Source: an optimization exercise on an open RTL-to-GDS flow (aim: small area, a short achievable clock period and few clock cycles per item). Production flows keep margins and buffers that such runs may drop. In this exercise RTL edits were held to simulation tests only and were not proved equivalent to the original.

Setup of v8:
==> flow/design.v (excerpt) <==
module nlc_top (
	input  wire                                          clk,
	input  wire                                          reset,
	input  wire                                          wb_cyc_i,
	input  wire                                          wb_stb_i,
	input  wire                                          wb_we_i,
	input  wire [nlc_pkg::ADR_W-1:0]                     wb_adr_i,
	input  wire [nlc_pkg::WORD_W-1:0]                    wb_dat_i,
	output wire [nlc_pkg::WORD_W-1:0]                    wb_dat_o,
	output wire                                          wb_ack_o,
	input  wire                                          start_i,
	input  wire [nlc_pkg::NUM_CH*nlc_pkg::ADC_W-1:0]     x_adc_i,
	output wire                                          busy_o,
	output wire                                          done_o,
	output wire [nlc_pkg::NUM_CH*nlc_pkg::ADC_W-1:0]     x_lin_o
);
	logic                   en;
	logic [PH_W-1:0]        ph;
	logic [PH_W-1:0]        ph_nx;
	logic                   accept;
	logic                   waiting;
	logic                   first;
	logic                   run;
	logic [NUM_UNIT*32-1:0] tap;
	logic [NUM_CH*32-1:0]   c5;
	logic [NUM_CH*16-1:0]   x_q;
	logic [NUM_CH*16-1:0]   x_cur;
	logic                   ld_sb, ld_c5a, ld_c5b, ld_m1, cap;
	nlc_step_counter step_counter_i (
		.clk     (clk),
		.en_i    (en),
		.ph_o    (ph),
		.ph_nx_o (ph_nx)
	);
	nlc_seq_fsm seq_fsm_i (
		.clk      (clk),
  ...
Size: about 33000 cells after synthesis, roughly 7300 flip-flops, ~390000 um2 of cells after synthesis.
==> module nlc_top, before the edit <==
module nlc_top (
	input  wire                                          clk,
	input  wire                                          reset,
	input  wire                                          wb_cyc_i,
	input  wire                                          wb_stb_i,
	input  wire                                          wb_we_i,
	input  wire [nlc_pkg::ADR_W-1:0]                     wb_adr_i,
	input  wire [nlc_pkg::WORD_W-1:0]                    wb_dat_i,
	output wire [nlc_pkg::WORD_W-1:0]                    wb_dat_o,
	output wire                                          wb_ack_o,
	input  wire                                          start_i,
	input  wire [nlc_pkg::NUM_CH*nlc_pkg::ADC_W-1:0]     x_adc_i,
	output wire                                          busy_o,
	output wire                                          done_o,
	output wire [nlc_pkg::NUM_CH*nlc_pkg::ADC_W-1:0]     x_lin_o
);
	logic                   en;
	logic [PH_W-1:0]        ph;
	logic [PH_W-1:0]        ph_nx;
	logic                   accept;
	logic                   waiting;
	logic                   first;
	logic                   run;
	logic [NUM_UNIT*32-1:0] tap;
	logic [NUM_CH*32-1:0]   c5;
	logic [NUM_CH*16-1:0]   x_q;
	logic [NUM_CH*16-1:0]   x_cur;
	logic                   ld_sb, ld_c5a, ld_c5b, ld_m1, cap;
	nlc_step_counter step_counter_i (
		.clk     (clk),
		.en_i    (en),
		.ph_o    (ph),
		.ph_nx_o (ph_nx)
	);
	nlc_seq_fsm seq_fsm_i (
		.clk      (clk),
		.reset    (reset),
		.start_i  (start_i),
		.ph_i     (ph),
		.accept_o (accept),
		.wait_o   (waiting),
		.first_o  (first),
		.run_o    (run),
		.busy_o   (busy_o),
		.done_o   (done_o)
	);
	nlc_param_bank param_bank_i (
		.clk      (clk),
		.reset    (reset),
		.wb_cyc_i (wb_cyc_i),
		.wb_stb_i (wb_stb_i),
		.wb_we_i  (wb_we_i),
		.wb_adr_i (wb_adr_i),
		.wb_dat_i (wb_dat_i),
		.wb_dat_o (wb_dat_o),
		.wb_ack_o (wb_ack_o),
		.busy_i   (busy_o),
		.turn_i   (waiting || run || accept),
		.ph_i     (ph),
		.ph_nx_i  (ph_nx),
		.en_o     (en),
		.tap_o    (tap),
		.c5_o     (c5)
	);
	always_comb begin
		for (int ch = 0; ch < NUM_CH; ch++) begin
			x_cur[ch*16 +: 16] = accept ? x_adc_i[ch*ADC_W +: 16] : x_q[ch*16 +: 16];
		end
	end
	always_ff @(posedge clk) begin
		x_q <= x_cur;
	end
	assign ld_sb  = run && (ph == PH_W'(1));
	assign ld_c5a = run && (ph == PH_W'(2));
	assign ld_c5b = run && (ph == PH_W'(3));
	assign ld_m1  = run && (ph >= PH_W'(4)) && (ph <= PH_W'(11));
	assign cap    = run && ((ph == PH_W'(3)) || (ph == PH_W'(4)));
	for (genvar u = 0; u < NUM_UNIT; u++) begin : g_unit
		logic [15:0] one, two, neg;
		logic [15:0] onen, twon, negn;
		logic [31:0] r;
		logic [31:0] rn;
		logic [31:0] rs;
		logic [20:0] ya_q;
		nlc_operand_store operand_store_i (
			.clk      (clk),
			.ld_sa_i  (first),
			.ld_sb_i  (ld_sb),
			.ld_c5a_i (ld_c5a),
			.ld_c5b_i (ld_c5b),
			.ld_m1_i  (ld_m1),
			.cap_i    (cap),
			.xa_i     (x_cur[(2*u)*16 +: 16]),
			.xb_i     (x_q[(2*u+1)*16 +: 16]),
			.c5a_i    (c5[(2*u)*32 +: 32]),
			.c5b_i    (c5[(2*u+1)*32 +: 32]),
			.r_i      (r),
			.one_o    (one),
			.two_o    (two),
			.neg_o    (neg),
			.onen_o   (onen),
			.twon_o   (twon),
			.negn_o   (negn)
		);
		nlc_mac_pipe mac_pipe_i (
			.clk  (clk),
			.a    (r),
			.an   (rn),
			.one  (one),
			.two  (two),
			.neg  (neg),
			.onen (onen),
			.twon (twon),
			.negn (negn),
			.c    (tap[u*32 +: 32]),
			.r    (r),
			.rn   (rn),
			.rs   (rs)
		);
		always_ff @(posedge clk) begin
			ya_q <= {{5{r[31]}}, r[31:16]};
		end
		assign x_lin_o[(2*u)*ADC_W +: ADC_W]   = ya_q;
		assign x_lin_o[(2*u+1)*ADC_W +: ADC_W] = {{5{r[31]}}, r[31:16]};
	end
endmodule
clock: 10.0 ns
lec_check: 0
cap_margin: 30
core_margin: 2
core_utilization: 45
cts_cluster_diameter: 100
cts_cluster_size: 24
place_density: 0.55
slew_margin: 30
standard.sh (not shown) runs the stock make flow with config.mk's settings and CLKGATE_MAP_FILE= SYNTH_SCRIPT=/design/flow/synth_recipe.tcl, a recipe that flattens the netlist after the stock synthesis.
==> flow/flow/run.sh <==
#!/bin/bash
set -euo pipefail
SETUP_MARGIN=6.3
bash standard.sh SETUP_SLACK_MARGIN=$SETUP_MARGIN MAX_REPAIR_ANTENNAS_ITER_DRT=10 finish > standard_make.log 2>&1
Testbench counts of v8, summed over its fixed seeds: cycles 2,696, conversions 192.
Modified inputs, v35 compared to v8
--- a/flow/design.v
+++ b/flow/design.v
@@ -1937,13 +1937,13 @@
 	logic                   first;
 	logic                   run;
 	logic [NUM_UNIT*32-1:0] tap;
 	logic [NUM_CH*32-1:0]   c5;
 	logic [NUM_CH*16-1:0]   x_q;
 	logic [NUM_CH*16-1:0]   x_cur;
-	logic                   ld_sb, ld_c5a, ld_c5b, ld_m1, cap;
+	logic                   ld_sb, ld_c5a, ld_c5b, ld_m1, cap, last;
 	nlc_step_counter step_counter_i (
 		.clk     (clk),
 		.en_i    (en),
 		.ph_o    (ph),
 		.ph_nx_o (ph_nx)
 	);
@@ -1987,19 +1987,21 @@
 	end
 	assign ld_sb  = run && (ph == PH_W'(1));
 	assign ld_c5a = run && (ph == PH_W'(2));
 	assign ld_c5b = run && (ph == PH_W'(3));
 	assign ld_m1  = run && (ph >= PH_W'(4)) && (ph <= PH_W'(11));
 	assign cap    = run && ((ph == PH_W'(3)) || (ph == PH_W'(4)));
+	assign last   = run && (ph == PH_W'(RING_LEN - 1));
 	for (genvar u = 0; u < NUM_UNIT; u++) begin : g_unit
 		logic [15:0] one, two, neg;
 		logic [15:0] onen, twon, negn;
 		logic [31:0] r;
 		logic [31:0] rn;
 		logic [31:0] rs;
 		logic [20:0] ya_q;
+		logic [20:0] yb_q;
 		nlc_operand_store operand_store_i (
 			.clk      (clk),
 			.ld_sa_i  (first),
 			.ld_sb_i  (ld_sb),
 			.ld_c5a_i (ld_c5a),
 			.ld_c5b_i (ld_c5b),
@@ -2031,12 +2033,13 @@
 			.r    (r),
 			.rn   (rn),
 			.rs   (rs)
 		);
 		always_ff @(posedge clk) begin
 			ya_q <= {{5{r[31]}}, r[31:16]};
+			yb_q <= last ? {{5{rs[31]}}, rs[31:16]} : '0;
 		end
 		assign x_lin_o[(2*u)*ADC_W +: ADC_W]   = ya_q;
-		assign x_lin_o[(2*u+1)*ADC_W +: ADC_W] = {{5{r[31]}}, r[31:16]};
+		assign x_lin_o[(2*u+1)*ADC_W +: ADC_W] = yb_q;
 	end
 endmodule
 `default_nettype wire
Results
- v35 went all the way through synthesis, placement and routing and the layout is clean on timing, DRC and antenna.
- v35: number of vias per cell after detailed routing about 0.35% below v8
- The run showing the greater number of cells after detailed placement is v35.
- Diff v8 -> v35 | final net count | up slightly
- Via count in v35 vs v8: up 1644
- Slowest cell on the critical path: sky130_fd_sc_hd__dfxtp_4 -> v8, sky130_fd_sc_hd__fa_1 -> v35
- Pin count of the biggest net entering global routing shrinks by more than 10% when moving from v8 to v35.
- Going from v8 to v35, wire length of the first global-routing pass grew slightly.
- v35 vs v8: shortest clock period the worst path allows after layout down
- In the tables for v35 and v8, number of sinks on the clock net reads higher with v35.
- In v35, the area of the mapped netlist came out 2700 um2 above the value in v8.
- The clock buffer count reported for v35 is greater than that of v8 by 0.86%.
Testbench counts of v35, summed over its fixed seeds: cycles 2,696, conversions 192.

Setup of v6:
nlc_top with an RTL version that a note above also has.
For scale: ~33000 cells after synthesis, about 7400 flip-flops, ~750 I/O pins, about 400000 um^2 of cells after synthesis.
==> module nlc_top, before the edit <==
module nlc_top (
	input  wire                                          clk,
	input  wire                                          reset,
	input  wire                                          wb_cyc_i,
	input  wire                                          wb_stb_i,
	input  wire                                          wb_we_i,
	input  wire [nlc_pkg::ADR_W-1:0]                     wb_adr_i,
	input  wire [nlc_pkg::WORD_W-1:0]                    wb_dat_i,
	output wire [nlc_pkg::WORD_W-1:0]                    wb_dat_o,
	output wire                                          wb_ack_o,
	input  wire                                          start_i,
	input  wire [nlc_pkg::NUM_CH*nlc_pkg::ADC_W-1:0]     x_adc_i,
	output wire                                          busy_o,
	output wire                                          done_o,
	output wire [nlc_pkg::NUM_CH*nlc_pkg::ADC_W-1:0]     x_lin_o
);
	logic                   en;
	logic [PH_W-1:0]        ph;
	logic [PH_W-1:0]        ph_nx;
	logic                   accept;
	logic                   waiting;
	logic                   first;
	logic                   run;
	logic [NUM_UNIT*32-1:0] tap;
	logic [NUM_CH*32-1:0]   c5;
	logic [NUM_CH*16-1:0]   x_q;
	logic [NUM_CH*16-1:0]   x_cur;
	logic                   ld_sb, ld_c5a, ld_c5b, ld_m1, cap, last;
	nlc_step_counter step_counter_i (
		.clk     (clk),
		.en_i    (en),
		.ph_o    (ph),
		.ph_nx_o (ph_nx)
	);
	nlc_seq_fsm seq_fsm_i (
		.clk      (clk),
		.reset    (reset),
		.start_i  (start_i),
		.ph_i     (ph),
		.accept_o (accept),
		.wait_o   (waiting),
		.first_o  (first),
		.run_o    (run),
		.busy_o   (busy_o),
		.done_o   (done_o)
	);
	nlc_param_bank param_bank_i (
		.clk      (clk),
		.reset    (reset),
		.wb_cyc_i (wb_cyc_i),
		.wb_stb_i (wb_stb_i),
		.wb_we_i  (wb_we_i),
		.wb_adr_i (wb_adr_i),
		.wb_dat_i (wb_dat_i),
		.wb_dat_o (wb_dat_o),
		.wb_ack_o (wb_ack_o),
		.busy_i   (busy_o),
		.turn_i   (waiting || run || accept),
		.ph_i     (ph),
		.ph_nx_i  (ph_nx),
		.en_o     (en),
		.tap_o    (tap),
		.c5_o     (c5)
	);
	always_comb begin
		for (int ch = 0; ch < NUM_CH; ch++) begin
			x_cur[ch*16 +: 16] = accept ? x_adc_i[ch*ADC_W +: 16] : x_q[ch*16 +: 16];
		end
	end
	always_ff @(posedge clk) begin
		x_q <= x_cur;
	end
	assign ld_sb  = run && (ph == PH_W'(1));
	assign ld_c5a = run && (ph == PH_W'(2));
	assign ld_c5b = run && (ph == PH_W'(3));
	assign ld_m1  = run && (ph >= PH_W'(4)) && (ph <= PH_W'(11));
	assign cap    = run && ((ph == PH_W'(3)) || (ph == PH_W'(4)));
	assign last   = run && (ph == PH_W'(RING_LEN - 1));
	for (genvar u = 0; u < NUM_UNIT; u++) begin : g_unit
		logic [15:0] one, two, neg;
		logic [15:0] onen, twon, negn;
		logic [31:0] r;
		logic [31:0] rn;
		logic [31:0] rs;
		logic [20:0] ya_q;
		logic [20:0] yb_q;
		nlc_operand_store operand_store_i (
			.clk      (clk),
			.ld_sa_i  (first),
			.ld_sb_i  (ld_sb),
			.ld_c5a_i (ld_c5a),
			.ld_c5b_i (ld_c5b),
			.ld_m1_i  (ld_m1),
			.cap_i    (cap),
			.xa_i     (x_cur[(2*u)*16 +: 16]),
			.xb_i     (x_q[(2*u+1)*16 +: 16]),
			.c5a_i    (c5[(2*u)*32 +: 32]),
			.c5b_i    (c5[(2*u+1)*32 +: 32]),
			.r_i      (r),
			.one_o    (one),
			.two_o    (two),
			.neg_o    (neg),
			.onen_o   (onen),
			.twon_o   (twon),
			.negn_o   (negn)
		);
		nlc_mac_pipe mac_pipe_i (
			.clk  (clk),
			.a    (r),
			.an   (rn),
			.one  (one),
			.two  (two),
			.neg  (neg),
			.onen (onen),
			.twon (twon),
			.negn (negn),
			.c    (tap[u*32 +: 32]),
			.r    (r),
			.rn   (rn),
			.rs   (rs)
		);
		always_ff @(posedge clk) begin
			ya_q <= {{5{r[31]}}, r[31:16]};
			yb_q <= last ? {{5{rs[31]}}, rs[31:16]} : '0;
		end
		assign x_lin_o[(2*u)*ADC_W +: ADC_W]   = ya_q;
		assign x_lin_o[(2*u+1)*ADC_W +: ADC_W] = yb_q;
	end
endmodule
clock: 10.0 ns
lec_check: 0
cap_margin: 20
core_margin: 2
core_utilization: 45
cts_cluster_diameter: 100
cts_cluster_size: 24
place_density: 0.55
slew_margin: 20
Scripts as last shown in full above: flow/flow/run.sh
Testbench counts of v6, summed over its fixed seeds: cycles 2,696, conversions 192.
Changes in v7 relative to v6:
--- a/flow/design.v
+++ b/flow/design.v
@@ -1967,13 +1967,13 @@
 		.wb_we_i  (wb_we_i),
 		.wb_adr_i (wb_adr_i),
 		.wb_dat_i (wb_dat_i),
 		.wb_dat_o (wb_dat_o),
 		.wb_ack_o (wb_ack_o),
 		.busy_i   (busy_o),
-		.turn_i   (waiting || run || accept),
+		.turn_i   (waiting || run),
 		.ph_i     (ph),
 		.ph_nx_i  (ph_nx),
 		.en_o     (en),
 		.tap_o    (tap),
 		.c5_o     (c5)
 	);
--- outcome ---
Slew at the pin with the worst max-slew slack ended up 0.20 ns lower on v7 than on v6. Between v6 and v7, the required time of the critical path is lower for v7. Compared with v6, v7 shows a lower post-synthesis to final-layout area growth. NOTE number of standard cells in the layout, taps in and fillers out v6->v7 increased slightly. v6 has lower largest net degree at the start of global routing than v7. Looking at number of global-route vias before repair across v6 and v7, the one that comes out higher is v7. Of v7 and v6, it is v7 that has the lower final period utilization. | total clock sinks | v7 vs v6 | ≈ equal |. H-tree depth reported by CTS: v7 vs v6 identical. On worst setup slack, v7 does better than v6.
Testbench counts of v7, summed over its fixed seeds: cycles 2,704, conversions 192.

[static timing again, ports no longer ideal]
The flow's constraints put no driver on any port. The routed layouts listed below were extracted and timed again, unchanged, in two steps. Step 1 assumes that a clkbuf_16 drives the clock port and a buf_2 every other input. Step 2 adds t to the input delays and takes it off the output delays; t is the mean of the earliest and latest rising clock arrival at the registers after step 1. Input paths then give back, and output paths get back, about the clock's delay inside the block. Three values: no drivers, after step 1, after step 2; two values: the first two.
run	t, ns	slack for setup (ns)	worst hold slack (ns)	worst register clock-pin slew, ns
v8	1.269	6.070 / 5.916 / 4.998	0.387 / 0.387 / 0.387	0.11 / 0.11
v35	1.271	6.136 / 6.060 / 5.085	0.379 / 0.379 / 0.379	0.11 / 0.11
v6	1.288	6.126 / 6.057 / 5.012	0.375 / 0.375 / 0.375	0.11 / 0.11
v7	1.233	6.209 / 6.050 / 5.128	0.362 / 0.362 / 0.362	0.11 / 0.11
After both steps every run listed still meets setup and hold. For v6, which loses most, drivers alone change the setup slack by -0.069 ns; drivers and shift together by -1.114 ns.
